Context: an optimization exercise on an open-source flow, tuned for small area, a short achievable clock period and few clock cycles per item. The choices shown serve that exercise and are no tape-out recipe. In this exercise RTL edits were held to simulation tests only and were not proved equivalent to the original. Power figures rest on the tool's default switching activity, not on a simulated workload.

<file path="design/flow/run.sh">
#!/bin/bash
# synth_recipe.tcl (not shown) runs the flow's synth.tcl, then flattens the netlist and writes it again
# the make line also repeats each setting of config.mk as NAME=value (left out here)
make -C /OpenROAD-flow-scripts/flow DESIGN_CONFIG=/design/flow/config.mk WORK_HOME=/design/flow/orfs CLKGATE_MAP_FILE= SYNTH_SCRIPT=/design/flow/synth_recipe.tcl finish
</file>
<file path="design/flow/config.mk">
export PLATFORM = sky130hd
export DESIGN_NAME = exec_stage
export DESIGN_NICKNAME = exec_stage
export VERILOG_FILES = /design/flow/design.v
export SDC_FILE = /design/flow/constraint.sdc
export NUM_CORES = 4
export LEC_CHECK = 0
export CAP_MARGIN = 20
export CORE_MARGIN = 2
export CORE_UTILIZATION = 40
export SETUP_SLACK_MARGIN = 1.0
export SLEW_MARGIN = 20
</file>
<file path="design/flow/constraint.sdc">
create_clock -name core_clock -period 6.5 [get_ports {clk}]
set_input_delay 1.3000 -clock core_clock [delete_from_list [all_inputs] [get_ports {clk}]]
set_output_delay 1.3000 -clock core_clock [all_outputs]
set_load 0.01 [all_outputs]
</file>
<file path="design/flow/design.v">
localparam logic [4:0] ALU_NOP   = 5'd0;
localparam logic [4:0] ALU_PA    = 5'd1;    
localparam logic [4:0] ALU_PB    = 5'd2;    
localparam logic [4:0] ALU_ADD   = 5'd3;
localparam logic [4:0] ALU_SUB   = 5'd4;
localparam logic [4:0] ALU_AND   = 5'd5;
localparam logic [4:0] ALU_OR    = 5'd6;
localparam logic [4:0] ALU_XOR   = 5'd7;
localparam logic [4:0] ALU_NOR   = 5'd8;
localparam logic [4:0] ALU_SLT   = 5'd9;
localparam logic [4:0] ALU_SLTU  = 5'd10;
localparam logic [4:0] ALU_SLL   = 5'd11;   
localparam logic [4:0] ALU_SRL   = 5'd12;
localparam logic [4:0] ALU_SRA   = 5'd13;
localparam logic [4:0] ALU_MULT  = 5'd16;   
localparam logic [4:0] ALU_MULTU = 5'd17;
localparam logic [4:0] ALU_DIV   = 5'd18;
localparam logic [4:0] ALU_DIVU  = 5'd19;
localparam logic [4:0] ALU_MFHI  = 5'd20;
localparam logic [4:0] ALU_MFLO  = 5'd21;
localparam logic [4:0] ALU_MTHI  = 5'd22;
localparam logic [4:0] ALU_MTLO  = 5'd23;
localparam logic OPA_RS  = 1'b0;
localparam logic OPA_EXT = 1'b1;
localparam logic OPB_RT  = 1'b0;
localparam logic OPB_EXT = 1'b1;
localparam logic [1:0] FWD_NONE = 2'd0;
localparam logic [1:0] FWD_ALU  = 2'd1;     
localparam logic [1:0] FWD_MEM  = 2'd2;     
`timescale 1ns/1ps
module operand_sel (
    input  logic [1:0]       rs_fwd_i,
    input  logic [1:0]       rt_fwd_i,
    input  logic             opa_sel_i,
    input  logic             opb_sel_i,
    input  logic [32-1:0] rs_i,
    input  logic [32-1:0] rt_i,
    input  logic [32-1:0] ext_i,
    input  logic [32-1:0] fwd_alu_i,
    input  logic [32-1:0] fwd_mem_i,
    output logic [32-1:0] opa_o,
    output logic [32-1:0] opb_o,
    output logic [32-1:0] store_data_o
);
localparam logic [4:0] ALU_NOP   = 5'd0;
localparam logic [4:0] ALU_PA    = 5'd1;    
localparam logic [4:0] ALU_PB    = 5'd2;    
localparam logic [4:0] ALU_ADD   = 5'd3;
localparam logic [4:0] ALU_SUB   = 5'd4;
localparam logic [4:0] ALU_AND   = 5'd5;
localparam logic [4:0] ALU_OR    = 5'd6;
localparam logic [4:0] ALU_XOR   = 5'd7;
localparam logic [4:0] ALU_NOR   = 5'd8;
localparam logic [4:0] ALU_SLT   = 5'd9;
localparam logic [4:0] ALU_SLTU  = 5'd10;
localparam logic [4:0] ALU_SLL   = 5'd11;   
localparam logic [4:0] ALU_SRL   = 5'd12;
localparam logic [4:0] ALU_SRA   = 5'd13;
localparam logic [4:0] ALU_MULT  = 5'd16;   
localparam logic [4:0] ALU_MULTU = 5'd17;
localparam logic [4:0] ALU_DIV   = 5'd18;
localparam logic [4:0] ALU_DIVU  = 5'd19;
localparam logic [4:0] ALU_MFHI  = 5'd20;
localparam logic [4:0] ALU_MFLO  = 5'd21;
localparam logic [4:0] ALU_MTHI  = 5'd22;
localparam logic [4:0] ALU_MTLO  = 5'd23;
localparam logic OPA_RS  = 1'b0;
localparam logic OPA_EXT = 1'b1;
localparam logic OPB_RT  = 1'b0;
localparam logic OPB_EXT = 1'b1;
localparam logic [1:0] FWD_NONE = 2'd0;
localparam logic [1:0] FWD_ALU  = 2'd1;     
localparam logic [1:0] FWD_MEM  = 2'd2;     
    logic [32-1:0] rs_fresh;
    logic [32-1:0] rt_fresh;
    always_comb
    begin
        case (rs_fwd_i)
            FWD_ALU: rs_fresh = fwd_alu_i;
            FWD_MEM: rs_fresh = fwd_mem_i;
            default: rs_fresh = rs_i;        
        endcase
        case (rt_fwd_i)
            FWD_ALU: rt_fresh = fwd_alu_i;
            FWD_MEM: rt_fresh = fwd_mem_i;
            default: rt_fresh = rt_i;
        endcase
    end
    assign opa_o = (opa_sel_i == OPA_EXT) ? ext_i : rs_fresh;
    assign opb_o = (opb_sel_i == OPB_EXT) ? ext_i : rt_fresh;
    assign store_data_o = rt_fresh;
endmodule
`timescale 1ns/1ps
module int_alu (
    input  logic [4:0]       func_i,
    input  logic [32-1:0] opa_i,
    input  logic [32-1:0] opb_i,
    output logic [32-1:0] res_o
);
localparam logic [4:0] ALU_NOP   = 5'd0;
localparam logic [4:0] ALU_PA    = 5'd1;    
localparam logic [4:0] ALU_PB    = 5'd2;    
localparam logic [4:0] ALU_ADD   = 5'd3;
localparam logic [4:0] ALU_SUB   = 5'd4;
localparam logic [4:0] ALU_AND   = 5'd5;
localparam logic [4:0] ALU_OR    = 5'd6;
localparam logic [4:0] ALU_XOR   = 5'd7;
localparam logic [4:0] ALU_NOR   = 5'd8;
localparam logic [4:0] ALU_SLT   = 5'd9;
localparam logic [4:0] ALU_SLTU  = 5'd10;
localparam logic [4:0] ALU_SLL   = 5'd11;   
localparam logic [4:0] ALU_SRL   = 5'd12;
localparam logic [4:0] ALU_SRA   = 5'd13;
localparam logic [4:0] ALU_MULT  = 5'd16;   
localparam logic [4:0] ALU_MULTU = 5'd17;
localparam logic [4:0] ALU_DIV   = 5'd18;
localparam logic [4:0] ALU_DIVU  = 5'd19;
localparam logic [4:0] ALU_MFHI  = 5'd20;
localparam logic [4:0] ALU_MFLO  = 5'd21;
localparam logic [4:0] ALU_MTHI  = 5'd22;
localparam logic [4:0] ALU_MTLO  = 5'd23;
localparam logic OPA_RS  = 1'b0;
localparam logic OPA_EXT = 1'b1;
localparam logic OPB_RT  = 1'b0;
localparam logic OPB_EXT = 1'b1;
localparam logic [1:0] FWD_NONE = 2'd0;
localparam logic [1:0] FWD_ALU  = 2'd1;     
localparam logic [1:0] FWD_MEM  = 2'd2;     
    logic             sub;
    logic [32-1:0] opb_x;
    logic [32:0]   sum;
    logic             lt_s;
    logic             lt_u;
    assign sub   = (func_i == ALU_SUB) || (func_i == ALU_SLT) || (func_i == ALU_SLTU);
    assign opb_x = opb_i ^ {32{sub}};
    fast_add #(.W(32)) u_add (
        .a_i    (opa_i),
        .b_i    (opb_x),
        .cin_i  (sub),
        .sum_o  (sum[32-1:0]),
        .cout_o (sum[32])
    );
    assign lt_u  = !sum[32];                               
    assign lt_s  = (opa_i[32-1] ^ opb_i[32-1]) ? opa_i[32-1] : sum[32-1];
    logic [5-1:0] shamt;
    logic                sh_left;
    logic                sh_fill;
    logic [32-1:0]    opb_rev;
    logic [32-1:0]    sh_st [5+1];
    logic [32-1:0]    sh_out;
    logic [32-1:0]    sll_res;
    assign shamt   = opa_i[5-1:0];
    assign sh_left = (func_i == ALU_SLL);
    assign sh_fill = (func_i == ALU_SRA) && opb_i[32-1];
    always_comb
    begin
        for (int i = 0; i < 32; i++)
            opb_rev[i] = opb_i[32-1-i];
        sh_st[0] = sh_left ? opb_rev : opb_i;
        for (int s = 0; s < 5; s++)
            for (int i = 0; i < 32; i++)
                sh_st[s+1][i] = !shamt[s] ? sh_st[s][i] :
                                (i + (1 << s) < 32) ? sh_st[s][i + (1 << s)] : sh_fill;
        sh_out = sh_st[5];
        for (int i = 0; i < 32; i++)
            sll_res[i] = sh_out[32-1-i];
    end
    always_comb
    begin
        case (func_i)
            ALU_PA:   res_o = opa_i;
            ALU_PB:   res_o = opb_i;
            ALU_ADD,
            ALU_SUB:  res_o = sum[32-1:0];
            ALU_AND:  res_o = opa_i & opb_i;
            ALU_OR:   res_o = opa_i | opb_i;
            ALU_XOR:  res_o = opa_i ^ opb_i;
            ALU_NOR:  res_o = ~(opa_i | opb_i);
            ALU_SLT:  res_o = {{(32-1){1'b0}}, lt_s};
            ALU_SLTU: res_o = {{(32-1){1'b0}}, lt_u};
            ALU_SLL:  res_o = sll_res;
            ALU_SRL,
            ALU_SRA:  res_o = sh_out;
            default:  res_o = '0;    
        endcase
    end
endmodule
module fast_add #(
    parameter int W = 32
) (
    input  logic [W-1:0] a_i,
    input  logic [W-1:0] b_i,
    input  logic         cin_i,
    output logic [W-1:0] sum_o,
    output logic         cout_o
);
    logic [W-1:0] p;
    logic [W-1:0] gp;    
    logic [W-1:0] pp;    
    always_comb
    begin
        int j;
        p     = a_i ^ b_i;
        gp    = a_i & b_i;
        pp    = p;
        gp[0] = gp[0] | (p[0] & cin_i);
        for (int l = 0; l < $clog2(W); l++)
            for (int i = 0; i < W; i++)
                if (((i >> l) & 1) == 1)
                begin
                    j     = ((i >> l) << l) - 1;
                    gp[i] = gp[i] | (pp[i] & gp[j]);
                    pp[i] = pp[i] & pp[j];
                end
    end
    assign sum_o  = p ^ {gp[W-2:0], cin_i};
    assign cout_o = gp[W-1];
endmodule
`timescale 1ns/1ps
module hilo_muldiv (
    input  logic             clk,
    input  logic             rst,
    input  logic             start_i,
    input  logic [4:0]       func_i,
    input  logic [32-1:0] opa_i,
    input  logic [32-1:0] opb_i,
    output logic [32-1:0] hilo_o,
    output logic             busy_o
);
localparam logic [4:0] ALU_NOP   = 5'd0;
localparam logic [4:0] ALU_PA    = 5'd1;    
localparam logic [4:0] ALU_PB    = 5'd2;    
localparam logic [4:0] ALU_ADD   = 5'd3;
localparam logic [4:0] ALU_SUB   = 5'd4;
localparam logic [4:0] ALU_AND   = 5'd5;
localparam logic [4:0] ALU_OR    = 5'd6;
localparam logic [4:0] ALU_XOR   = 5'd7;
localparam logic [4:0] ALU_NOR   = 5'd8;
localparam logic [4:0] ALU_SLT   = 5'd9;
localparam logic [4:0] ALU_SLTU  = 5'd10;
localparam logic [4:0] ALU_SLL   = 5'd11;   
localparam logic [4:0] ALU_SRL   = 5'd12;
localparam logic [4:0] ALU_SRA   = 5'd13;
localparam logic [4:0] ALU_MULT  = 5'd16;   
localparam logic [4:0] ALU_MULTU = 5'd17;
localparam logic [4:0] ALU_DIV   = 5'd18;
localparam logic [4:0] ALU_DIVU  = 5'd19;
localparam logic [4:0] ALU_MFHI  = 5'd20;
localparam logic [4:0] ALU_MFLO  = 5'd21;
localparam logic [4:0] ALU_MTHI  = 5'd22;
localparam logic [4:0] ALU_MTLO  = 5'd23;
localparam logic OPA_RS  = 1'b0;
localparam logic OPA_EXT = 1'b1;
localparam logic OPB_RT  = 1'b0;
localparam logic OPB_EXT = 1'b1;
localparam logic [1:0] FWD_NONE = 2'd0;
localparam logic [1:0] FWD_ALU  = 2'd1;     
localparam logic [1:0] FWD_MEM  = 2'd2;     
    logic               busy;
    logic [3:0]         cnt;
    logic               is_mul;
    logic               sgn;         
    logic               neg_hi;      
    logic               neg_lo;
    logic [32-1:0]   hi;
    logic [32-1:0]   lo;
    logic [32:0]     md_d;        
    logic               md_op;
    logic               op_mul;
    logic               op_signed;
    logic               a_neg;
    logic               b_neg;
    logic [32-1:0]   a_load;
    logic [32-1:0]   b_load;
    assign md_op     = (func_i == ALU_MULT) || (func_i == ALU_MULTU) ||
                       (func_i == ALU_DIV)  || (func_i == ALU_DIVU);
    assign op_mul    = (func_i == ALU_MULT) || (func_i == ALU_MULTU);
    assign op_signed = (func_i == ALU_MULT) || (func_i == ALU_DIV);
    assign a_neg     = (func_i == ALU_DIV) && opa_i[32-1];
    assign b_neg     = (func_i == ALU_DIV) && opb_i[32-1];
    assign a_load    = a_neg ? -opa_i : opa_i;
    assign b_load    = b_neg ? -opb_i : opb_i;
    logic               mul_last;
    logic               mul_prev;
    logic [8:0]         mul_bits;
    logic [3:0]         bth_neg;
    logic [34:0]        bth_pp [4];
    logic [39:0]        mul_op [6];
    logic [39:0]        csa_s1, csa_c1, csa_s2, csa_c2, csa_s3, csa_c3, csa_s4, csa_c4;
    logic [39:0]        mul_sum;
    assign mul_last = (cnt[1:0] == 2'd3);
    assign mul_bits = {lo[7:0], mul_prev};
    always_comb
    begin
        for (int i = 0; i < 4; i++)
        begin
            logic [2:0]  g;
            logic [34:0] mag;
            g = mul_bits[2*i +: 3];
            case (g)
                3'b001, 3'b010, 3'b101, 3'b110: mag = {md_d[32], md_d[32], md_d};
                3'b011, 3'b100:                 mag = {md_d[32], md_d, 1'b0};
                default:                        mag = '0;
            endcase
            bth_neg[i] = g[2] && !(g[1] && g[0]);
            bth_pp[i]  = bth_neg[i] ? ~mag : mag;
        end
    end
    assign mul_op[0] = {{8{hi[32-1]}}, hi};
    assign mul_op[1] = {{5{bth_pp[0][34]}}, bth_pp[0]};
    assign mul_op[2] = {{3{bth_pp[1][34]}}, bth_pp[1], 1'b0, bth_neg[0]};
    assign mul_op[3] = {bth_pp[2][34], bth_pp[2], 1'b0, bth_neg[1], 2'b0};
    assign mul_op[4] = {bth_pp[3][33:0], 1'b0, bth_neg[2], 4'b0};
    assign mul_op[5] = {((mul_last && !sgn && lo[7]) ? md_d[32-1:0] : 32'd0),
                        1'b0, bth_neg[3], 6'b0};
    assign csa_s1 = mul_op[0] ^ mul_op[1] ^ mul_op[2];
    assign csa_c1 = {(mul_op[0][38:0] & mul_op[1][38:0]) | (mul_op[0][38:0] & mul_op[2][38:0]) |
                     (mul_op[1][38:0] & mul_op[2][38:0]), 1'b0};
    assign csa_s2 = mul_op[3] ^ mul_op[4] ^ mul_op[5];
    assign csa_c2 = {(mul_op[3][38:0] & mul_op[4][38:0]) | (mul_op[3][38:0] & mul_op[5][38:0]) |
                     (mul_op[4][38:0] & mul_op[5][38:0]), 1'b0};
    assign csa_s3 = csa_s1 ^ csa_c1 ^ csa_s2;
    assign csa_c3 = {(csa_s1[38:0] & csa_c1[38:0]) | (csa_s1[38:0] & csa_s2[38:0]) |
                     (csa_c1[38:0] & csa_s2[38:0]), 1'b0};
    assign csa_s4 = csa_s3 ^ csa_c3 ^ csa_c2;
    assign csa_c4 = {(csa_s3[38:0] & csa_c3[38:0]) | (csa_s3[38:0] & csa_c2[38:0]) |
                     (csa_c3[38:0] & csa_c2[38:0]), 1'b0};
    fast_add #(.W(40)) u_mul_add (
        .a_i    (csa_s4),
        .b_i    (csa_c4),
        .cin_i  (1'b0),
        .sum_o  (mul_sum),
        .cout_o ()
    );
    logic [32:0]     div_sh1;
    logic [32:0]     div_df1;
    logic [32-1:0]   div_r1;
    logic [32:0]     div_sh2;
    logic [32:0]     div_df2;
    logic [32-1:0]   div_r2;
    logic               div_ok1;     
    logic               div_ok2;
    assign div_sh1 = {hi, lo[32-1]};
    fast_add #(.W(32+1)) u_div_sub1 (
        .a_i    (div_sh1),
        .b_i    (~md_d),
        .cin_i  (1'b1),
        .sum_o  (div_df1[32:0]),
        .cout_o (div_ok1)
    );
    assign div_r1  = div_ok1 ? div_df1[32-1:0] : div_sh1[32-1:0];
    assign div_sh2 = {div_r1, lo[32-2]};
    fast_add #(.W(32+1)) u_div_sub2 (
        .a_i    (div_sh2),
        .b_i    (~md_d),
        .cin_i  (1'b1),
        .sum_o  (div_df2[32:0]),
        .cout_o (div_ok2)
    );
    assign div_r2  = div_ok2 ? div_df2[32-1:0] : div_sh2[32-1:0];
    logic               div_skip;
    assign div_skip = (cnt == 4'd0) && (md_d != '0) && (lo[32-1:24] == '0);
    always_ff @(posedge clk)
    begin
        if (!busy && start_i && md_op)
        begin
            md_d   <= {op_signed && opb_i[32-1] && op_mul, b_load};
            mul_prev <= 1'b0;
            is_mul <= op_mul;
            sgn    <= op_signed;
        end
        else if (busy)
            mul_prev <= lo[7];
    end
    always_ff @(posedge clk)
    begin
        if (!rst)
        begin
            busy   <= 1'b0;
            cnt    <= '0;
            hi     <= '0;
            lo     <= '0;
            neg_hi <= 1'b0;
            neg_lo <= 1'b0;
        end
        else if (busy)
        begin
            cnt <= cnt + 1'b1;
            if (is_mul)
            begin
                hi <= mul_sum[39:8];
                lo <= {mul_sum[7:0], lo[32-1:8]};
                if (mul_last)
                    busy <= 1'b0;
            end
            else if (div_skip)
            begin
                if (lo[32-1:8] == '0)
                begin
                    lo  <= {lo[7:0], 24'd0};
                    cnt <= 4'd12;
                end
                else if (lo[32-1:16] == '0)
                begin
                    lo  <= {lo[15:0], 16'd0};
                    cnt <= 4'd8;
                end
                else
                begin
                    lo  <= {lo[23:0], 8'd0};
                    cnt <= 4'd4;
                end
            end
            else
            begin
                hi <= div_r2;
                lo <= {lo[32-3:0], div_ok1, div_ok2};
                if (cnt == 4'd15)
                    busy <= 1'b0;
            end
        end
        else if (start_i)
        begin
            if (md_op)
            begin
                busy   <= 1'b1;
                cnt    <= '0;
                hi     <= '0;
                lo     <= a_load;
                neg_hi <= a_neg;              
                neg_lo <= a_neg ^ b_neg;
            end
            else if (func_i == ALU_MTHI)
            begin
                hi     <= opa_i;
                neg_hi <= 1'b0;
            end
            else if (func_i == ALU_MTLO)
            begin
                lo     <= opa_i;
                neg_lo <= 1'b0;
            end
        end
    end
    logic               rd_hi;
    logic [32-1:0]   rd_raw;
    logic               rd_neg;
    assign rd_hi  = (func_i == ALU_MFHI);
    assign rd_raw = rd_hi ? hi : lo;
    assign rd_neg = rd_hi ? neg_hi : neg_lo;
    assign hilo_o = rd_neg ? -rd_raw : rd_raw;
    assign busy_o = busy;
endmodule
`timescale 1ns/1ps
module exec_stage (
    input  logic             clk,
    input  logic             rst,            
    input  logic             req_valid,
    input  logic [4:0]       req_func,
    input  logic             req_opa_sel,
    input  logic             req_opb_sel,
    input  logic [1:0]       req_rs_fwd,
    input  logic [1:0]       req_rt_fwd,
    input  logic [32-1:0] req_rs,         
    input  logic [32-1:0] req_rt,
    input  logic [32-1:0] req_ext,        
    input  logic [32-1:0] fwd_alu_res,
    input  logic [32-1:0] fwd_mem_res,
    output logic             rsp_valid,
    output logic [32-1:0] rsp_result,
    output logic [32-1:0] store_data_o,
    output logic             md_busy_o
);
localparam logic [4:0] ALU_NOP   = 5'd0;
localparam logic [4:0] ALU_PA    = 5'd1;    
localparam logic [4:0] ALU_PB    = 5'd2;    
localparam logic [4:0] ALU_ADD   = 5'd3;
localparam logic [4:0] ALU_SUB   = 5'd4;
localparam logic [4:0] ALU_AND   = 5'd5;
localparam logic [4:0] ALU_OR    = 5'd6;
localparam logic [4:0] ALU_XOR   = 5'd7;
localparam logic [4:0] ALU_NOR   = 5'd8;
localparam logic [4:0] ALU_SLT   = 5'd9;
localparam logic [4:0] ALU_SLTU  = 5'd10;
localparam logic [4:0] ALU_SLL   = 5'd11;   
localparam logic [4:0] ALU_SRL   = 5'd12;
localparam logic [4:0] ALU_SRA   = 5'd13;
localparam logic [4:0] ALU_MULT  = 5'd16;   
localparam logic [4:0] ALU_MULTU = 5'd17;
localparam logic [4:0] ALU_DIV   = 5'd18;
localparam logic [4:0] ALU_DIVU  = 5'd19;
localparam logic [4:0] ALU_MFHI  = 5'd20;
localparam logic [4:0] ALU_MFLO  = 5'd21;
localparam logic [4:0] ALU_MTHI  = 5'd22;
localparam logic [4:0] ALU_MTLO  = 5'd23;
localparam logic OPA_RS  = 1'b0;
localparam logic OPA_EXT = 1'b1;
localparam logic OPB_RT  = 1'b0;
localparam logic OPB_EXT = 1'b1;
localparam logic [1:0] FWD_NONE = 2'd0;
localparam logic [1:0] FWD_ALU  = 2'd1;     
localparam logic [1:0] FWD_MEM  = 2'd2;     
    logic [32-1:0] opa;
    logic [32-1:0] opb;
    logic [32-1:0] alu_res;
    logic [32-1:0] hilo_res;
    logic [32-1:0] res_d;
    logic             hilo_wr;      
    logic             md_start;
    assign hilo_wr  = (req_func == ALU_MULT) || (req_func == ALU_MULTU) ||
                      (req_func == ALU_DIV)  || (req_func == ALU_DIVU)  ||
                      (req_func == ALU_MTHI) || (req_func == ALU_MTLO);
    assign md_start = req_valid && hilo_wr;
    operand_sel u_operand_sel (
        .rs_fwd_i     (req_rs_fwd),
        .rt_fwd_i     (req_rt_fwd),
        .opa_sel_i    (req_opa_sel),
        .opb_sel_i    (req_opb_sel),
        .rs_i         (req_rs),
        .rt_i         (req_rt),
        .ext_i        (req_ext),
        .fwd_alu_i    (fwd_alu_res),
        .fwd_mem_i    (fwd_mem_res),
        .opa_o        (opa),
        .opb_o        (opb),
        .store_data_o (store_data_o)
    );
    int_alu u_int_alu (
        .func_i (req_func),
        .opa_i  (opa),
        .opb_i  (opb),
        .res_o  (alu_res)
    );
    hilo_muldiv u_hilo_muldiv (
        .clk     (clk),
        .rst     (rst),
        .start_i (md_start),
        .func_i  (req_func),
        .opa_i   (opa),
        .opb_i   (opb),
        .hilo_o  (hilo_res),
        .busy_o  (md_busy_o)
    );
    assign res_d = ((req_func == ALU_MFHI) || (req_func == ALU_MFLO)) ? hilo_res : alu_res;
    always_ff @(posedge clk)
    begin
        if (!rst)
            rsp_valid <= 1'b0;
        else
            rsp_valid <= req_valid && !hilo_wr;   
    end
    always_ff @(posedge clk)
    begin
        rsp_result <= res_d;
    end
endmodule
</file>
==> notes.md, run 1 <==
ys async rst share=0%; Worst R2R Setup Slack=0.72 ns; area grow syn2layout=28.9%; initial antenna violation count=2; EDFF count, synth=35; final core occ=52.0%; pin count of the biggest net entering global routing=56; setup TNS=0 ns; clk_skew=0.0232 ns; ANT nets after route=0; maximum buffer depth of the clock tree=2; Yosys reg bits=140; number of I/O pins=240; CTS Buf Count=17; post-route cell area=38600 µm²; Setup CP Type=reg2reg; clock latency (worst-skew pair)=0.51 ns; Netlist cell types=100; P_leak=15.6 nW; CTS Hold Buffers Added=0; Mapped Area=29900 µm²; gr usage total=39.6%; DR vias/cell=6.55; CP delay by family, top=compound AO/OA/AOI/OAI gates; share of cells above drive strength 1=19.4%; worst path required time=6.87 ns; maximum clock rate=173 MHz; HPWL after DPL=122 mm; crit path max fanout=7; CTS H-tree depth=4; YS warnings=10; setup violators final=0; vias=34800; final hold vios=0; Final Power=7.00 mW; wire per inst=29.8 µm; r2r endpoint=u_hilo_muldiv.hi[12]$_SDFFE_PN0P_; final net count=4871; r2r startpoint=u_hilo_muldiv.hi[17]$_SDFFE_PN0P_; worst vdd ir=0.160 mV; max-slew violation count=0; grt total ovfl=0; PortBufs=239; Core ar.=74200 µm²; outcome=no timing/DRC/antenna violations; Post-Syn Instances=3976; CP Capture Type=flop; Worst Max-Slew Pin Slew=1.24 ns; Tightest Hold Check Type=reg2reg; Critical Path Max Stage Delay=0.51 ns; Final Cycle Share=88.9%; Clock Root Buffer=clkbuf_16; hold depth=2; Worst-path clk slew=0.07 ns; most used cell, CP=buf_4; Reg2Reg Depth=26; DRC Markers=0; CTS tree=built; Row Count=100; RD Place Congestion=1.05; Post-synth top flop=dfxtp_1; first-pass GRT wire length=227 mm; critical path depth=26; Slew headroom=16.7%; DIE AREA=77000 µm²; Die Y=277 µm; post-synth net total=4516; min Tclk post-route=5.78 ns; starting density of the core=40.3%; clk sink count=140; DRT Pass-1 Iters=6; Critical-path top delay cell=dfxtp_1; PD cells=181 nW/µm²; Fin Hold WS=0.541 ns; ANT cells=0; post-synthesis sequential area ratio=10.5%; crit path launch type=flop; vias in the first global route=33300; initial DRC count=4823; die extent in x=277 µm; Hold EP=u_hilo_muldiv.cnt[2]$_SDFFE_PN0P_; Routed WL=158 mm; Synth Area per Inst=7.52 µm²; min-delay src=u_hilo_muldiv.cnt[2]$_SDFFE_PN0P_; Cell Area, Placed=35400 µm²; WP data arrival=6.15 ns; max_cap viols=0; WP buf/inv=8; unrepaired setup endpoints after global routing=true
flip-flops by register name (all words and copies together) (netlist names):
name and flops:
rsp_valid 1, u_hilo_muldiv.lo 32, rsp_result 32, u_hilo_muldiv.mul_prev 1
u_hilo_muldiv.hi 32, u_hilo_muldiv.cnt 4, u_hilo_muldiv.busy 1, u_hilo_muldiv.is_mul 1
u_hilo_muldiv.neg_hi 1, u_hilo_muldiv.md_d 33, u_hilo_muldiv.neg_lo 1, u_hilo_muldiv.sgn 1
area by class of cell:
class                      count  area, µm²
fill                        7201      35600
multi-input combinational   3205      26200
timing repair buffer         668       6320
sequential                   140       3180
tap                          969       1210
inverter                     299       1130
clock buffer                  19        433
clock inverter                13        106
metal layers:
layer	vias to the layer above	track usage, %	share of wire (%)
met3	567	6.65	9.0
li1	15300	-	-
met2	2220	62.6	44
met1	16800	48.8	38
met4	2	28.7	8.9
met5	-	0	0.0063
synthesized netlist by cell type (all sizes together), types with 77 or more instances:
cell type | n | area (µm²)
inv | 292 | 1100
nand2 | 317 | 1190
a221oi | 171 | 1500
o21ai | 225 | 1140
xor2 | 156 | 1370
a21oi | 248 | 1240
o211ai | 81 | 608
ha | 213 | 2670
nor3 | 78 | 390
nor2 | 331 | 1240
fa | 153 | 3060
mux2i | 92 | 928
a211oi | 90 | 681
dfxtp | 105 | 2100
clkbuf | 253 | 950
xnor2 | 179 | 1570
buf | 79 | 378
a22oi | 77 | 578
stage by stage:
step | instances | setup WS [ns]
finish | 5313 | 0.721
CTS | 5279 | 0.714
global route | 5313 | 0.596
detailed placement | 5195 | 0.0755
floorplan | 3976 | 0.926
global placement | 5195 | -0.0155
worst max path at each step:
stage,slack [ns],to,start
2_1_floorplan,0.93,u_hilo_muldiv.hi[1]$_SDFFE_PN0P_,u_hilo_muldiv.md_d[6]$_DFFE_PP_
3_3_place_gp,-0.02,rsp_result[8]$_DFF_P_,req_func[1]
5_1_grt,0.60,u_hilo_muldiv.hi[10]$_SDFFE_PN0P_,u_hilo_muldiv.md_d[0]$_DFFE_PP_
4_1_cts,0.71,u_hilo_muldiv.hi[1]$_SDFFE_PN0P_,u_hilo_muldiv.md_d[0]$_DFFE_PP_
6_report,0.72,u_hilo_muldiv.hi[12]$_SDFFE_PN0P_,u_hilo_muldiv.hi[17]$_SDFFE_PN0P_
3_5_place_dp,0.08,rsp_result[8]$_DFF_P_,req_rt_fwd[0]
worst register-to-register path: stages, from the launching register on:
cell and delay, ns:
dfxtp_1 0.51, ha_1 0.33, and3_1 0.27, and3_1 0.20, a32oi_1 0.17, buf_4 0.22, a21oi_1 0.11, a211o_1 0.31
buf_12 0.16, buf_4 0.21, nor2_1 0.14, a21oi_2 0.08, ha_1 0.31, nand4_1 0.18, nor2_1 0.16, buf_4 0.16
o311ai_2 0.10, buf_4 0.19, o211ai_1 0.29, nand2_1 0.15, buf_4 0.16, buf_6 0.11, o31ai_4 0.26, buf_12 0.18
mux2_4 0.34, a221oi_4 0.25, a21oi_1 0.10
timing repair:
item / 4_1_cts / 5_1_grt
gates resized for setup: 209 / 178
pin swaps: 84 / 70
endpoints found under the setup margin: 46 / 56
buffers inserted: 48 / 31
gates cloned: 4 / 3
cell families after synthesis:
kind of cell,after synthesis,share of synthesized area (%)
buffers and inverters,631,8.19
flip-flops,140,10.5
XOR/XNOR,335,9.81
AO/OA/AOI/OAI,1324,31.4
AND/OR/NAND/NOR,1051,16.4
multiplexers,129,4.58
adder cells (fa/ha/maj),366,19.1
placed cells by master, fill, tap and decap left out, types with 77 or more instances in the layout:
cell	netlist	routed
a221oi_1	171	113
buf_4	5	347
clkdlybuf4s50_1	0	232
xnor2_1	179	175
mux2i_1	90	85
a22oi_1	77	77
xor2_1	156	151
dfxtp_1	105	92
inv_1	285	276
nor2_1	331	307
fa_1	153	146
ha_1	213	188
o21ai_0	209	183
a21oi_1	248	232
nand2_1	317	303
o211ai_1	81	81
power by group:
part	internal (mW)	switching (mW)
Clock	0.495	0.484
Sequential	0.961	0.0823
Combinational	2.00	2.97
Total	3.46	3.54
Testbench counts, summed over its fixed seeds: cycles 44,261, items 24,016.
==> run 2: changes to the inputs <==
--- a/design/flow/config.mk
+++ b/design/flow/config.mk
@@ -8,5 +8,4 @@
 export CAP_MARGIN = 20
 export CORE_MARGIN = 2
 export CORE_UTILIZATION = 40
-export SETUP_SLACK_MARGIN = 1.0
 export SLEW_MARGIN = 20
==> notes.md, run 2 <==
Reg area=3160 µm²; clock latency (worst-skew pair)=0.51 ns; Synth Area per Inst=7.52 µm²; Routed WL=150 mm; Fin Hold WS=0.554 ns; HPWL after DPL=120 mm; ys async rst share=0%; Tightest Hold Check Type=reg2reg; P_leak=14.6 nW; Worst-path clk slew=0.07 ns; Reg with most FFs=u_hilo_muldiv.md_d; Reg2Reg Depth=26; ranking of synthesized cells by area=fa_1, ha_1, dfxtp_1, xnor2_1, a221oi_1; CTS Buf Count=17; Critical Path Max Stage Delay=0.44 ns; share of cells above drive strength 1=12.2%; max_cap viols=0; CTS Hold Buffers Added=0; commonest cells after routing, fill and taps aside=nor2_1, nand2_1, buf_4; vias in the first global route=32600; maximum clock rate=159 MHz; crit path launch type=flop; initial antenna violation count=3; worst path required time=6.87 ns; Post-Syn Instances=3976; initial DRC count=4511; setup violators final=0; Yosys reg bits=140; DIE AREA=77000 µm²; YS warnings=10; Multi-input gate area=24600 µm²; Mapped Area=29900 µm²; WP data arrival=6.67 ns; first-pass GRT wire length=220 mm; EDFF count, synth=35; met3 track demand over resource=7.29%; crit path max fanout=14; vias=34000; Worst Max-Slew Pin Slew=1.19 ns; PD cells=181 nW/µm²; Final Cycle Share=97.0%; setup TNS=0 ns; clk_skew=0.0222 ns; PortBufs=239; CTS H-tree depth=4; post-synth net total=4516; Slew headroom=20.5%; CTS tree=built; most frequent cells after synthesis=nor2_1, nand2_1, inv_1, clkbuf_1, a21oi_1; Critical-path top delay cell=fa_1; final hold vios=0; commonest non-fill, non-tap cell in the layout=nor2_1; pin count of the biggest net entering global routing=64; Core ar.=74200 µm²; share of the synthesized area in the top cell type=10.2%; number of I/O pins=240; Die Y=277 µm; CP Capture Type=flop; grt total ovfl=0; worst vdd ir=0.186 mV; DR vias/cell=6.52; # fillers=7463; Synth area leader=fa_1; DRT Pass-1 Iters=9; met1 usage=47.0%; min Tclk post-route=6.30 ns; Netlist cell types=100; Clock Root Buffer=clkbuf_16; final net count=4778; RD Place Congestion=1.07; hold depth=2; clk sink count=140; post-synthesis sequential area ratio=10.5%; number of flip-flops in the largest register=33; ANT nets after route=0; GR peak layer=met2; Post-synth top flop=dfxtp_1; Setup CP Type=reg2reg; starting density of the core=40.3%; most frequent cell after synthesis=nor2_1; max-slew violation count=0; outcome=no timing/DRC/antenna violations; area grow syn2layout=19.8%; Row Count=100; wire per inst=28.7 µm; maximum buffer depth of the clock tree=2; GR Util met2=59.5%; unrepaired setup endpoints after global routing=false; die extent in x=277 µm; DRC Markers=0; gr usage total=38.2%
-- run 2: what timing repair did --
action,4_1_cts,5_1_grt
gates resized for setup,0,15
setup endpoints to repair,0,13
setup buffers,0,1
-- run 2: where the power goes --
part           total, mW  internal, mW  switching [mW]
clock network       1.04         0.538           0.503
logic               4.39          1.71            2.68
registers           1.05         0.961          0.0857
total               6.48          3.20            3.27
-- run 2: worst paths after layout --
| check | from | slack [ns] | to |
|---|---|---|---|
| worst min register to register | u_hilo_muldiv.neg_hi$_SDFFE_PN0P_ | 0.55 | u_hilo_muldiv.neg_hi$_SDFFE_PN0P_ |
| worst max register to register | u_hilo_muldiv.lo[31]$_SDFFE_PN0P_ | 0.20 | u_hilo_muldiv.lo[0]$_SDFFE_PN0P_ |
| worst min-delay path | u_hilo_muldiv.neg_hi$_SDFFE_PN0P_ | 0.55 | u_hilo_muldiv.neg_hi$_SDFFE_PN0P_ |
| worst max-delay path | u_hilo_muldiv.lo[31]$_SDFFE_PN0P_ | 0.20 | u_hilo_muldiv.lo[0]$_SDFFE_PN0P_ |
-- run 2: area by class of cell --
class	count	area share, %
antenna	2	0.0140
clock buffer	17	1.19
clock inverter	15	0.419
inverter	299	3.13
multi-input combinational	3205	68.7
sequential	140	8.82
tap	969	3.38
timing repair buffer	575	14.4
-- run 2: worst max-delay path, delay by kind of cell (launching register included) --
family / cells / cell delay [ns]
mux: 1 / 0.30
compound gates: 12 / 2.97
simple gates: 2 / 0.37
flops: 1 / 0.32
fa+ha+maj: 3 / 0.92
buf+inv: 8 / 1.23
-- run 2: layer usage --
layer  routed length (µm)  vias to the layer above
li1                     -                    15100
met1                57500                    16200
met2                65100                     2184
met3                14200                      520
met4                13200                        4
met5                   31                        -
-- run 2: cell families (layout without fill, tap and decap cells) --
| family | after synthesis | after routing | share of synthesized area, % |
|---|---|---|---|
| AO/OA/AOI/OAI | 1324 | 1324 | 31.4 |
| AND/OR/NAND/NOR | 1051 | 1051 | 16.4 |
| buffers and inverters | 631 | 906 | 8.19 |
| adder cells (fa/ha/maj) | 366 | 366 | 19.1 |
| XOR/XNOR | 335 | 335 | 9.81 |
| flip-flops | 140 | 140 | 10.5 |
| multiplexers | 129 | 129 | 4.58 |
| other | 0 | 2 | 0 |
-- run 2: through the flow --
| stage | instances | power (mW) | setup slack, ns | util, % | instance area, µm² |
|---|---|---|---|---|---|
| 3_3_place_gp | 5187 | 5.30 | 0.0725 | 47.4 | 35200 |
| 6_report | 5222 | 6.48 | 0.197 | 48.3 | 35900 |
| 2_1_floorplan | 3976 | 3.70 | 0.386 | - | 29900 |
| 5_1_grt | 5220 | 6.88 | 0.00892 | 48.3 | 35800 |
| 4_1_cts | 5219 | 6.39 | 0.183 | 48.2 | 35800 |
| 3_5_place_dp | 5187 | 5.31 | 0.0868 | 47.4 | 35200 |
==> run 3: changes to the inputs <==
--- a/design/flow/design.v
+++ b/design/flow/design.v
@@ -194,27 +194,32 @@
     output logic [W-1:0] sum_o,
     output logic         cout_o
 );
-    logic [W-1:0] p;
-    logic [W-1:0] gp;    
-    logic [W-1:0] pp;    
-    always_comb
-    begin
-        int j;
-        p     = a_i ^ b_i;
-        gp    = a_i & b_i;
-        pp    = p;
-        gp[0] = gp[0] | (p[0] & cin_i);
-        for (int l = 0; l < $clog2(W); l++)
-            for (int i = 0; i < W; i++)
-                if (((i >> l) & 1) == 1)
-                begin
-                    j     = ((i >> l) << l) - 1;
-                    gp[i] = gp[i] | (pp[i] & gp[j]);
-                    pp[i] = pp[i] & pp[j];
-                end
+    localparam int L = $clog2(W);
+    logic [L:0][W-1:0] gg;
+    logic [L:0][W-1:0] pg;
+    logic [W-1:0]      p;
+    assign p     = a_i ^ b_i;
+    assign gg[0] = (a_i & b_i) | {{(W-1){1'b0}}, p[0] & cin_i};
+    assign pg[0] = p;
+    for (genvar l = 0; l < L; l++)
+    begin : g_lvl
+        for (genvar i = 0; i < W; i++)
+        begin : g_bit
+            if (((i >> l) & 1) == 1)
+            begin : g_join
+                localparam int J = ((i >> l) << l) - 1;
+                assign gg[l+1][i] = gg[l][i] | (pg[l][i] & gg[l][J]);
+                assign pg[l+1][i] = pg[l][i] & pg[l][J];
+            end
+            else
+            begin : g_pass
+                assign gg[l+1][i] = gg[l][i];
+                assign pg[l+1][i] = pg[l][i];
+            end
+        end
     end
-    assign sum_o  = p ^ {gp[W-2:0], cin_i};
-    assign cout_o = gp[W-1];
+    assign sum_o  = p ^ {gg[L][W-2:0], cin_i};
+    assign cout_o = gg[L][W-1];
 endmodule
 `timescale 1ns/1ps
 module hilo_muldiv (
@@ -265,6 +270,7 @@
     logic [32-1:0]   hi;
     logic [32-1:0]   lo;
     logic [32:0]     md_d;        
+    logic               div_cin;     
     logic               md_op;
     logic               op_mul;
     logic               op_signed;
@@ -279,7 +285,7 @@
     assign a_neg     = (func_i == ALU_DIV) && opa_i[32-1];
     assign b_neg     = (func_i == ALU_DIV) && opb_i[32-1];
     assign a_load    = a_neg ? -opa_i : opa_i;
-    assign b_load    = b_neg ? -opb_i : opb_i;
+    assign b_load    = op_mul ? opb_i : (b_neg ? opb_i : ~opb_i);
     logic               mul_last;
     logic               mul_prev;
     logic [8:0]         mul_bits;
@@ -343,8 +349,8 @@
     assign div_sh1 = {hi, lo[32-1]};
     fast_add #(.W(32+1)) u_div_sub1 (
         .a_i    (div_sh1),
-        .b_i    (~md_d),
-        .cin_i  (1'b1),
+        .b_i    (md_d),
+        .cin_i  (div_cin),
         .sum_o  (div_df1[32:0]),
         .cout_o (div_ok1)
     );
@@ -352,19 +358,20 @@
     assign div_sh2 = {div_r1, lo[32-2]};
     fast_add #(.W(32+1)) u_div_sub2 (
         .a_i    (div_sh2),
-        .b_i    (~md_d),
-        .cin_i  (1'b1),
+        .b_i    (md_d),
+        .cin_i  (div_cin),
         .sum_o  (div_df2[32:0]),
         .cout_o (div_ok2)
     );
     assign div_r2  = div_ok2 ? div_df2[32-1:0] : div_sh2[32-1:0];
     logic               div_skip;
-    assign div_skip = (cnt == 4'd0) && (md_d != '0) && (lo[32-1:24] == '0);
+    assign div_skip = (cnt == 4'd0) && !(div_cin && md_d[32-1:0] == '1) && (lo[32-1:24] == '0);
     always_ff @(posedge clk)
     begin
         if (!busy && start_i && md_op)
         begin
-            md_d   <= {op_signed && opb_i[32-1] && op_mul, b_load};
+            md_d   <= {op_mul ? (op_signed && opb_i[32-1]) : 1'b1, b_load};
+            div_cin <= !b_neg;
             mul_prev <= 1'b0;
             is_mul <= op_mul;
             sgn    <= op_signed;
==> notes.md, run 3 <==
Reg with most FFs=u_hilo_muldiv.md_d; EDFF count, synth=36; most frequent cells after synthesis=nor2_1, nand2_1, inv_1, o21ai_0, a21oi_1; # fillers=7478; worst vdd ir=0.246 mV; max-slew violation count=0; DRT Pass-1 Iters=9; hold depth=2; Setup CP Type=reg2reg; Mapped Area=30300 µm²; Netlist cell types=107; commonest cells after routing, fill and taps aside=buf_4, nor2_1, nand2_1; worst path required time=6.91 ns; Synth Area per Inst=7.60 µm²; PD cells=190 nW/µm²; r2r endpoint=u_hilo_muldiv.hi[24]$_SDFFE_PN0P_; YS warnings=7; die extent in x=279 µm; Final Power=6.84 mW; CTS tree=built; PortBufs=239; most used cell, CP=fa_1; Post-CTS Resized=0; clk sink count=141; Post-CTS Setup Inserts=0; Routed WL=157 mm; Hold EP=u_hilo_muldiv.neg_lo$_SDFFE_PN0P_; number of I/O pins=240; starting density of the core=40.5%; clk_skew=0.0210 ns; fin cells=5234; max_cap viols=0; DRC Markers=0; worst path cell trace=xnor2_2 -> buf_4 -> nor2_1 -> a211oi_1 -> fa_1 -> fa_1 -> inv_1 -> fa_1 -> ha_1 -> o21ai_0 -> nor3_1 -> nor3_1 -> nor4bb_1 -> a21bo_2 -> inv_1 -> fa_1 -> o221ai_1 -> o21a_1 -> a31o_2; Clock Root Buffer=clkbuf_16; Worst-path clk slew=0.07 ns; final core occ=48.2%; first-pass GRT wire length=228 mm; area grow syn2layout=19.1%; vias in the first global route=33000; post-synth net total=4521; min-delay src=u_hilo_muldiv.neg_lo$_SDFFE_PN0P_; ANT nets after route=0; maximum buffer depth of the clock tree=2; Core ar.=74700 µm²; Worst R2R Setup Slack=0.14 ns; post-route cell area=36000 µm²; setup TNS=0 ns; most frequent cell after synthesis=nor2_1; Slew headroom=20.9%; final hold vios=0; min Tclk post-route=6.36 ns; HPWL after DPL=127 mm; crit path launch type=flop; DR vias/cell=6.48; Row Count=100; number of flip-flops in the largest register=33; ys async rst share=0%; Reg2Reg Depth=19; pin count of the biggest net entering global routing=60; Final Cycle Share=97.9%; vias=33900; DIE AREA=77900 µm²; crit path max fanout=11; Synth area leader=fa_1; Critical-path top delay cell=nor4bb_1; Worst Max-Slew Pin Slew=1.19 ns; final net count=4789; share of the synthesized area in the top cell type=10.3%; CTS Buf Count=17; outcome=no timing/DRC/antenna violations; share of cells above drive strength 1=12.5%; WP data arrival=6.77 ns; Tightest Hold Check Type=reg2reg; wire per inst=30.0 µm; r2r startpoint=u_hilo_muldiv.lo[1]$_SDFFE_PN0P_; Die Y=279 µm; post-synthesis sequential area ratio=10.5%; CTS H-tree depth=4; Yosys reg bits=141; P_leak=15.0 nW; commonest non-fill, non-tap cell in the layout=buf_4; Critical Path Max Stage Delay=0.70 ns; CP Capture Type=flop; RD Place Congestion=1.06; ranking of synthesized cells by area=fa_1, ha_1, dfxtp_1, xnor2_1, a221oi_1; gr usage total=39.8%; initial DRC count=4181; unrepaired setup endpoints after global routing=false; clock latency (worst-skew pair)=0.52 ns; CTS Hold Buffers Added=0; maximum clock rate=157 MHz; placed insts=5200; Cell Area, Placed=35400 µm²; initial antenna violation count=3; Post-synth top flop=dfxtp_1; setup violators final=0; Post-Syn Instances=3982; grt total ovfl=0
-- run 3: kinds of logic after synthesis --
| group | count (synthesis) | synth area share, % |
|---|---|---|
| flip-flops | 141 | 10.5 |
| adder cells (fa/ha/maj) | 365 | 18.9 |
| AND/OR/NAND/NOR | 1054 | 16.6 |
| XOR/XNOR | 348 | 10.1 |
| multiplexers | 152 | 5.67 |
| AO/OA/AOI/OAI | 1268 | 29.5 |
| buffers and inverters | 654 | 8.71 |
-- run 3: final cells by class --
class | count | area, µm² | share of cell area [%]
flip-flops and latches | 141 | 3190 | 8.85
repair buffers | 591 | 5230 | 14.5
well taps | 969 | 1210 | 3.37
multi-input cells | 3187 | 24600 | 68.3
inverters | 312 | 1170 | 3.25
clock inverters | 15 | 171 | 0.476
diodes | 2 | 5.00 | 0.0139
clock buffers | 17 | 425 | 1.18
-- run 3: critical path, delay by kind of cell, from the launching register on --
family	cells	cell delay (ns)
fa+ha+maj	5	2.36
compound gates	6	1.28
simple gates	4	1.24
xor+xnor	1	0.54
flops	1	0.42
buf+inv	3	0.41
-- run 3: how the worst max path moves through the flow --
stage / to / from / slack, ns / cells after the start
after floorplan: u_hilo_muldiv.hi[24]$_SDFFE_PN0P_ / u_hilo_muldiv.lo[5]$_SDFFE_PN0P_ / 0.49 / 20
after global placement: rsp_result[16]$_DFF_P_ / req_rt_fwd[0] / 0.26 / 18
after detailed placement: rsp_result[16]$_DFF_P_ / req_rt_fwd[0] / 0.17 / 18
after CTS: u_hilo_muldiv.hi[24]$_SDFFE_PN0P_ / u_hilo_muldiv.lo[1]$_SDFFE_PN0P_ / 0.23 / 19
after global routing: u_hilo_muldiv.hi[24]$_SDFFE_PN0P_ / u_hilo_muldiv.lo[1]$_SDFFE_PN0P_ / 0.002 / 19
final: u_hilo_muldiv.hi[24]$_SDFFE_PN0P_ / u_hilo_muldiv.lo[1]$_SDFFE_PN0P_ / 0.14 / 19
-- run 3: through the flow --
step	setup WS, ns	hold slack [ns]
after floorplan	0.492	0.428
after global placement	0.260	0.437
after detailed placement	0.168	0.443
after CTS	0.228	0.451
after global routing	0.00193	0.483
final	0.135	0.450
-- run 3: per-layer routing --
layer	wire (µm)	track usage, %	up-vias
li1	-	-	15000
met1	59400	46.8	16500
met2	71900	65.5	1931
met3	12800	7.29	510
met4	13200	27.9	2
met5	9	0	-
-- run 3: power by group --
| group | leakage (nW) | total [mW] | internal, mW | switching (mW) |
|---|---|---|---|---|
| Clock | 0.287 | 1.09 | 0.601 | 0.494 |
| Sequential | 1.19 | 1.08 | 0.973 | 0.105 |
| Combinational | 13.6 | 4.67 | 1.79 | 2.88 |
| Total | 15.0 | 6.84 | 3.36 | 3.48 |
Testbench counts of run 3, summed over its fixed seeds: cycles 44,261, items 24,016.
==> run 4: changes to the inputs <==
==> design/flow/flow/run.sh (new file) <==
#!/bin/bash
set -o pipefail
cp standard.sh standard_sh_copy.log
export BUFFER_PORTS_ARGS="-buffer_cell sky130_fd_sc_hd__buf_2"
bash standard.sh > standard.log 2>&1
==> design/flow/standard.sh (new file) <==
#!/bin/bash
# synth_recipe.tcl (not shown) runs the flow's synth.tcl, then flattens the netlist and writes it again
# the make line also repeats each setting of config.mk as NAME=value (left out here)
make -C /OpenROAD-flow-scripts/flow DESIGN_CONFIG=/design/flow/config.mk WORK_HOME=/design/flow/orfs CLKGATE_MAP_FILE= SYNTH_SCRIPT=/design/flow/synth_recipe.tcl "${@:-finish}"
removed: design/flow/run.sh
==> notes.md, run 4 <==
Setup CP Type=reg2reg; min Tclk post-route=6.17 ns; share of cells above drive strength 1=16.9%; worst path cell trace=buf_4 -> xor2_1 -> a221oi_1 -> fa_1 -> fa_1 -> inv_1 -> fa_1 -> ha_1 -> a21oi_1 -> o21ai_0 -> a21oi_1 -> o21bai_1 -> a21oi_1 -> o21bai_1 -> a21o_1 -> fa_1 -> xnor2_1 -> o32ai_1 -> a21oi_1 -> a21oi_1; grt total ovfl=0; Place WS=0.213 ns; starting density of the core=40.5%; share of the synthesized area in the top cell type=10.3%; Clock Root Buffer=clkbuf_16; ANT nets after route=0; setup ws final=0.325 ns; first-pass GRT wire length=223 mm; Setup crit start=u_hilo_muldiv.lo[7]$_SDFFE_PN0P_; Fin Hold WS=0.471 ns; die extent in x=279 µm; Netlist cell types=107; wire per inst=29.6 µm; Row Count=100; RD Place Congestion=1.08; Die Y=279 µm; setup violators final=0; Post-synth top flop=dfxtp_1; initial DRC count=4581; max_cap viols=0; setup TNS=0 ns; worst vdd ir=0.245 mV; CP Capture Type=flop; WP data arrival=6.56 ns; clock latency (worst-skew pair)=0.51 ns; EDFF count, synth=36; Slew headroom=14.5%; DRT Pass-1 Iters=8; YS warnings=7; pin count of the biggest net entering global routing=69; gr usage total=38.5%; area grow syn2layout=13.4%; crit path launch type=flop; Reg with most FFs=u_hilo_muldiv.md_d; DRC Markers=0; Critical-path top delay cell=fa_1; max-slew violation count=0; most frequent cells after synthesis=nor2_1, nand2_1, inv_1, o21ai_0, a21oi_1; clk_skew=0.0187 ns; initial antenna violation count=5; ranking of synthesized cells by area=fa_1, ha_1, dfxtp_1, xnor2_1, a221oi_1; worst path required time=6.88 ns; Post-Syn Instances=3982; post-synth net total=4521; most frequent cell after synthesis=nor2_1; crit path max fanout=26; Critical Path Max Stage Delay=0.56 ns; P_leak=14.8 nW; Synth Area per Inst=7.60 µm²; DIE AREA=77900 µm²; r2r startpoint=u_hilo_muldiv.lo[7]$_SDFFE_PN0P_; most used cell, CP=a21oi_1; post-synthesis sequential area ratio=10.5%; post-route cell area=34300 µm²; Final Power=6.63 mW; # fillers=7659; final hold vios=0; maximum clock rate=162 MHz; min-delay src=u_hilo_muldiv.neg_lo$_SDFFE_PN0P_; clk sink count=141; ys async rst share=0%; Worst-path clk slew=0.07 ns; Routed WL=153 mm; PD cells=193 nW/µm²; DR vias/cell=6.55; CTS H-tree depth=4; final net count=4726; Cell Area, Placed=33600 µm²; outcome=no timing/DRC/antenna violations; WP buf/inv=2; Final Cycle Share=95.0%; PortBufs=239; Yosys reg bits=141; CTS Buf Count=17; maximum buffer depth of the clock tree=2; Worst Max-Slew Pin Slew=1.27 ns; number of flip-flops in the largest register=33; CTS tree=built; Mapped Area=30300 µm²; Core ar.=74700 µm²; commonest non-fill, non-tap cell in the layout=nor2_1; commonest cells after routing, fill and taps aside=nor2_1, nand2_1, inv_1; CP delay by family, top=adder cells; Tightest Hold Check Type=reg2reg; number of I/O pins=240; vias in the first global route=32600; Synth area leader=fa_1; vias=33800; HPWL after DPL=122 mm
-- run 4: cell types whose count changed in the layout (fill, tap and decap cells not counted), sizes merged --
| cell | delta |
|---|---|
| buf | +173 |
| bufinv | -1 |
| clkbuf | +6 |
| clkinv | -3 |
| inv | -1 |
| clkinvlp | -1 |
| clkdlybuf4s50 | -236 |
-- run 4: logic make-up after synthesis --
| kind of cell | share of synthesized area, % |
|---|---|
| AOI/OAI and AO/OA | 29.5 |
| xor gates and xnor gates | 10.1 |
| adders and majority gates | 18.9 |
| buffers and inverters | 8.71 |
| DFF | 10.5 |
| muxes | 5.67 |
| and+or+nand+nor | 16.6 |
-- run 4: where the power goes --
group	leakage [nW]	total, mW	internal [mW]	switching [mW]
registers	1.19	1.07	0.973	0.0965
logic	13.3	4.47	1.61	2.85
clock network	0.303	1.09	0.630	0.461
total	14.8	6.63	3.22	3.41
-- run 4: worst paths after layout --
check             slack (ns)  cells past startpoint                                end
hold reg to reg         0.47                      2  u_hilo_muldiv.neg_lo$_SDFFE_PN0P_
setup reg to reg        0.33                     20   u_hilo_muldiv.hi[9]$_SDFFE_PN0P_
setup / recovery        0.33                     20   u_hilo_muldiv.hi[9]$_SDFFE_PN0P_
hold / removal          0.47                      2  u_hilo_muldiv.neg_lo$_SDFFE_PN0P_
-- run 4: layout make-up --
type,count,area [µm²],share of cell area [%]
clock buffer,23,512,1.49
antenna,2,5.00,0.0146
inverter,312,1170,3.41
timing repair buffer,528,3450,10.1
multi-input combinational,3187,24700,71.9
clock inverter,9,105,0.306
tap,969,1210,3.53
sequential,141,3190,9.31
-- run 4: through the flow --
step / std cells / util [%]
after detailed placement: 5137 / 45.0
after floorplan: 3982 / -
final: 5171 / 45.9
after global routing: 5170 / 45.9
after global placement: 5137 / 45.0
after CTS: 5169 / 45.9
-- run 4: routing by layer --
| metal | GRT usage (%) | wire (µm) | vias to the layer above |
|---|---|---|---|
| met1 | 46.1 | 57800 | 16200 |
| met4 | 29.3 | 13800 | 6 |
| li1 | - | - | 14900 |
| met5 | 0 | 45 | - |
| met3 | 8.22 | 14500 | 573 |
| met2 | 60.5 | 67200 | 2224 |
-- run 4: tightest hold or removal path, delay by kind of cell (launching register included) --
kind	cells	cell delay (ns)
AOI/OAI and AO/OA	1	0.05
and+or+nand+nor	1	0.06
DFF	1	0.31
-- run 4: repair_timing --
| item | CTS | global route |
|---|---|---|
| gates resized for setup | 0 | 9 |
| hold buffers | 0 | 0 |
| endpoints found under the setup margin | 0 | 7 |
| hold endpoints to repair | 0 | 0 |
| setup buffers | 0 | 0 |
==> run 5: changes to the inputs <==
--- a/design/flow/config.mk
+++ b/design/flow/config.mk
@@ -5,6 +5,7 @@
 export SDC_FILE = /design/flow/constraint.sdc
 export NUM_CORES = 4
 export LEC_CHECK = 0
+export ABC_AREA = 1
 export CAP_MARGIN = 20
 export CORE_MARGIN = 2
 export CORE_UTILIZATION = 40
==> notes.md, run 5 <==
largest family of logic cells by synthesized area=simple AND/OR/NAND/NOR gates; Yosys reg bits=141; adder-cell share of the synthesized area=19.6%; Critical-path top delay cell=fa_1; most frequent cell after synthesis=nand2_1; RD Place Congestion=1.06; xor/xnor share of the synthesized area=7.49%; Post-synth top flop=dfxtp_1; commonest cells after routing, fill and taps aside=nand2_1, nand3_1, inv_1; switching share of power=54.7%; unrepaired setup endpoints after global routing=false; ANT nets after route=0; setup TNS=0 ns; mux contribution to synthesized area=0%; Synth area leader=nand2_1; final net count=5413; DIE AREA=75300 µm²; Gate power share=71.4%; Tightest Hold Check Type=reg2reg; initial DRC count=4073; hold depth=2; Clock Root Buffer=clkbuf_16; Synth Area in Compound Gates=17.6%; Worst R2R Setup Slack=0.53 ns; crit path launch type=flop; min-delay src=u_hilo_muldiv.mul_prev$_SDFFE_PP0P_; Slew headroom=17.1%; CTS Buf Count=17; Post-CTS Setup Inserts=0; r2r endpoint=u_hilo_muldiv.hi[25]$_SDFFE_PN0P_; Worst-path clk slew=0.08 ns; Post-Syn Instances=4722; ys async rst share=0%; clk sink count=141; number of flip-flops in the largest register=33; vias=34400; EDFF count, synth=36; r2r startpoint=u_hilo_muldiv.lo[2]$_SDFFE_PN0P_; CP Capture Type=flop; initial antenna violation count=5; P_int=3.32 mW; Reg with most FFs=u_hilo_muldiv.md_d; clock latency (worst-skew pair)=0.48 ns; Seq pwr share=14.3%; die extent in x=274 µm; clk_skew=0.0234 ns; Row Count=99; ranking of synthesized cells by area=nand2_1, nand3_1, fa_1, ha_1, dfxtp_1; WP buf/inv=4; net switching power=4.01 mW; Mapped Area=29200 µm²; worst path required time=6.85 ns; Reg2Reg Depth=25; Die Y=274 µm; number of I/O pins=240; Final Cycle Share=91.8%; max_cap viols=0; DRC Markers=0; max-slew violation count=0; min Tclk post-route=5.97 ns; vias in the first global route=31900; Worst Max-Slew Pin Slew=1.21 ns; Hold EP=u_hilo_muldiv.mul_prev$_SDFFE_PP0P_; wire per inst=24.0 µm; first-pass GRT wire length=206 mm; Critical Path Max Stage Delay=0.53 ns; PD cells=227 nW/µm²; grt total ovfl=0; CP delay by family, top=adder cells; Core ar.=72700 µm²; share of the synthesized area in the top cell type=15.2%; simple-gate share of the synthesized area=33.3%; maximum clock rate=168 MHz; area grow syn2layout=10.4%; maximum buffer depth of the clock tree=2; HPWL after DPL=114 mm; share of cells above drive strength 1=10.3%; P_leak=16.2 nW; YS warnings=7; Clk pwr share=14.3%; worst vdd ir=0.230 mV; crit path max fanout=14; Post-CTS Resized=0; WP data arrival=6.32 ns; CTS tree=built; Setup CP Type=reg2reg; Fin Hold WS=0.511 ns; post-synthesis sequential area ratio=10.9%; pin count of the biggest net entering global routing=73; most frequent cells after synthesis=nand2_1, nand3_1, inv_1, nor2_1, a21oi_1; CTS Hold Buffers Added=0; PortBufs=239; post-synth net total=5261; DRT Pass-1 Iters=7; CTS H-tree depth=4; gr usage total=36.7%; final hold vios=0; Synth Area per Inst=6.19 µm²; most used cell, CP=nand2_1; DR vias/cell=5.88; starting density of the core=40.2%; Netlist cell types=54; outcome=no timing/DRC/antenna violations; setup violators final=0; Routed WL=140 mm; commonest non-fill, non-tap cell in the layout=nand2_1
-- run 5: cell types whose count changed in the layout (fill, tap and decap cells not counted), sizes merged, moves of 61 or more --
cell    change
a221oi    -143
a22oi      -61
buf       -166
inv       +267
mux2i     -114
nand2     +875
nand3     +555
o22ai     +128
xnor2     -175
xor2       +77
-- run 5: logic make-up (layout without fill, tap and decap cells) --
family | after synthesis | count (layout)
AND/OR/NAND/NOR | 2271 | 2271
AO/OA/AOI/OAI | 865 | 865
buffers and inverters | 830 | 995
adder cells (fa/ha/maj) | 365 | 365
XOR/XNOR | 250 | 250
flip-flops | 141 | 141
other | 0 | 1
-- run 5: metrics by stage --
step | utilization [%] | instance area (µm²) | setup slack (ns) | instances | power, mW
global route | 44.4 | 32300 | 0.115 | 5847 | 7.99
finish | 44.4 | 32300 | 0.533 | 5847 | 7.34
floorplan | - | 29200 | 1.10 | 4722 | 4.57
global placement | 43.6 | 31700 | 0.701 | 5814 | 6.16
CTS | 44.4 | 32300 | 0.611 | 5846 | 7.26
detailed placement | 43.6 | 31700 | 0.471 | 5814 | 6.19
-- run 5: how the worst max path moves through the flow --
stage / depth (start not counted) / startpoint / to
finish: 25 / u_hilo_muldiv.lo[2]$_SDFFE_PN0P_ / u_hilo_muldiv.hi[25]$_SDFFE_PN0P_
global route: 27 / u_hilo_muldiv.lo[0]$_SDFFE_PN0P_ / u_hilo_muldiv.hi[25]$_SDFFE_PN0P_
floorplan: 10 / req_func[3] / u_hilo_muldiv.hi[12]$_SDFFE_PN0P_
detailed placement: 24 / req_rt_fwd[0] / rsp_result[17]$_DFF_P_
CTS: 28 / u_hilo_muldiv.lo[0]$_SDFFE_PN0P_ / u_hilo_muldiv.hi[25]$_SDFFE_PN0P_
global placement: 25 / u_hilo_muldiv.lo[0]$_SDFFE_PN0P_ / u_hilo_muldiv.hi[25]$_SDFFE_PN0P_
-- run 5: tightest hold or removal path, stage by stage, from the launching register on --
cell,delay [ns]
dfxtp_1,0.36
a22oi_1,0.08
inv_1,0.05
-- run 5: area by class of cell --
cell class / count / area, µm²
tap: 959 / 1200
timing repair buffer: 362 / 2170
multi-input combinational: 3751 / 22900
sequential: 141 / 3180
clock inverter: 14 / 158
antenna: 1 / 2.50
clock buffer: 18 / 429
fill: 7850 / 40400
inverter: 601 / 2260
-- run 5: layer usage --
metal | part of all wire [%] | global-route usage [%] | up-vias
li1 | - | - | 16000
met2 | 44 | 58.0 | 1882
met4 | 7.4 | 23.3 | 2
met3 | 9.4 | 6.98 | 444
met5 | 0.011 | 0 | -
met1 | 39 | 45.7 | 16100
-- run 5: power by group through the flow --
stage	sequential [mW]	combinational, mW	clock, mW
after floorplan	1.04	3.53	0
after CTS	1.04	5.17	1.05
after detailed placement	1.06	5.13	0
final	1.05	5.24	1.05
after global routing	1.05	5.85	1.09
after global placement	1.06	5.10	0

==> port drivers added, routing unchanged <==
How much do the figures lean on ideal ports? The routed layouts below were timed once more, with nothing changed but the port constraints.
Step 1: set_driving_cell puts a clkbuf_16 on clk and a buf_2 on each other input, an assumption about the parent block.
Step 2, shift: input delay + t, output delay - t, t = (earliest + latest rising clock arrival at the registers) / 2. This alone moves slack from input paths to output paths.
Slacks: no drivers / after step 1 / after step 2; pairs: no drivers / after step 1.
run	shift t [ns]	setup WS [ns]	pins driven straight from the clock port
run 1	0.560	0.721 / 0.721 / 0.543	1
run 2	0.562	0.197 / 0.197 / -0.213	1
run 3	0.573	0.135 / 0.135 / 0.090	1
run 4	0.562	0.325 / 0.325 / 0.111	1
run 5	0.521	0.533 / 0.533 / 0.416	1
With both steps, setup timing fails in run 2, where it was met with ideal ports. For run 2, which loses most, drivers alone change the setup slack by 0.000 ns; drivers and shift together by -0.410 ns.
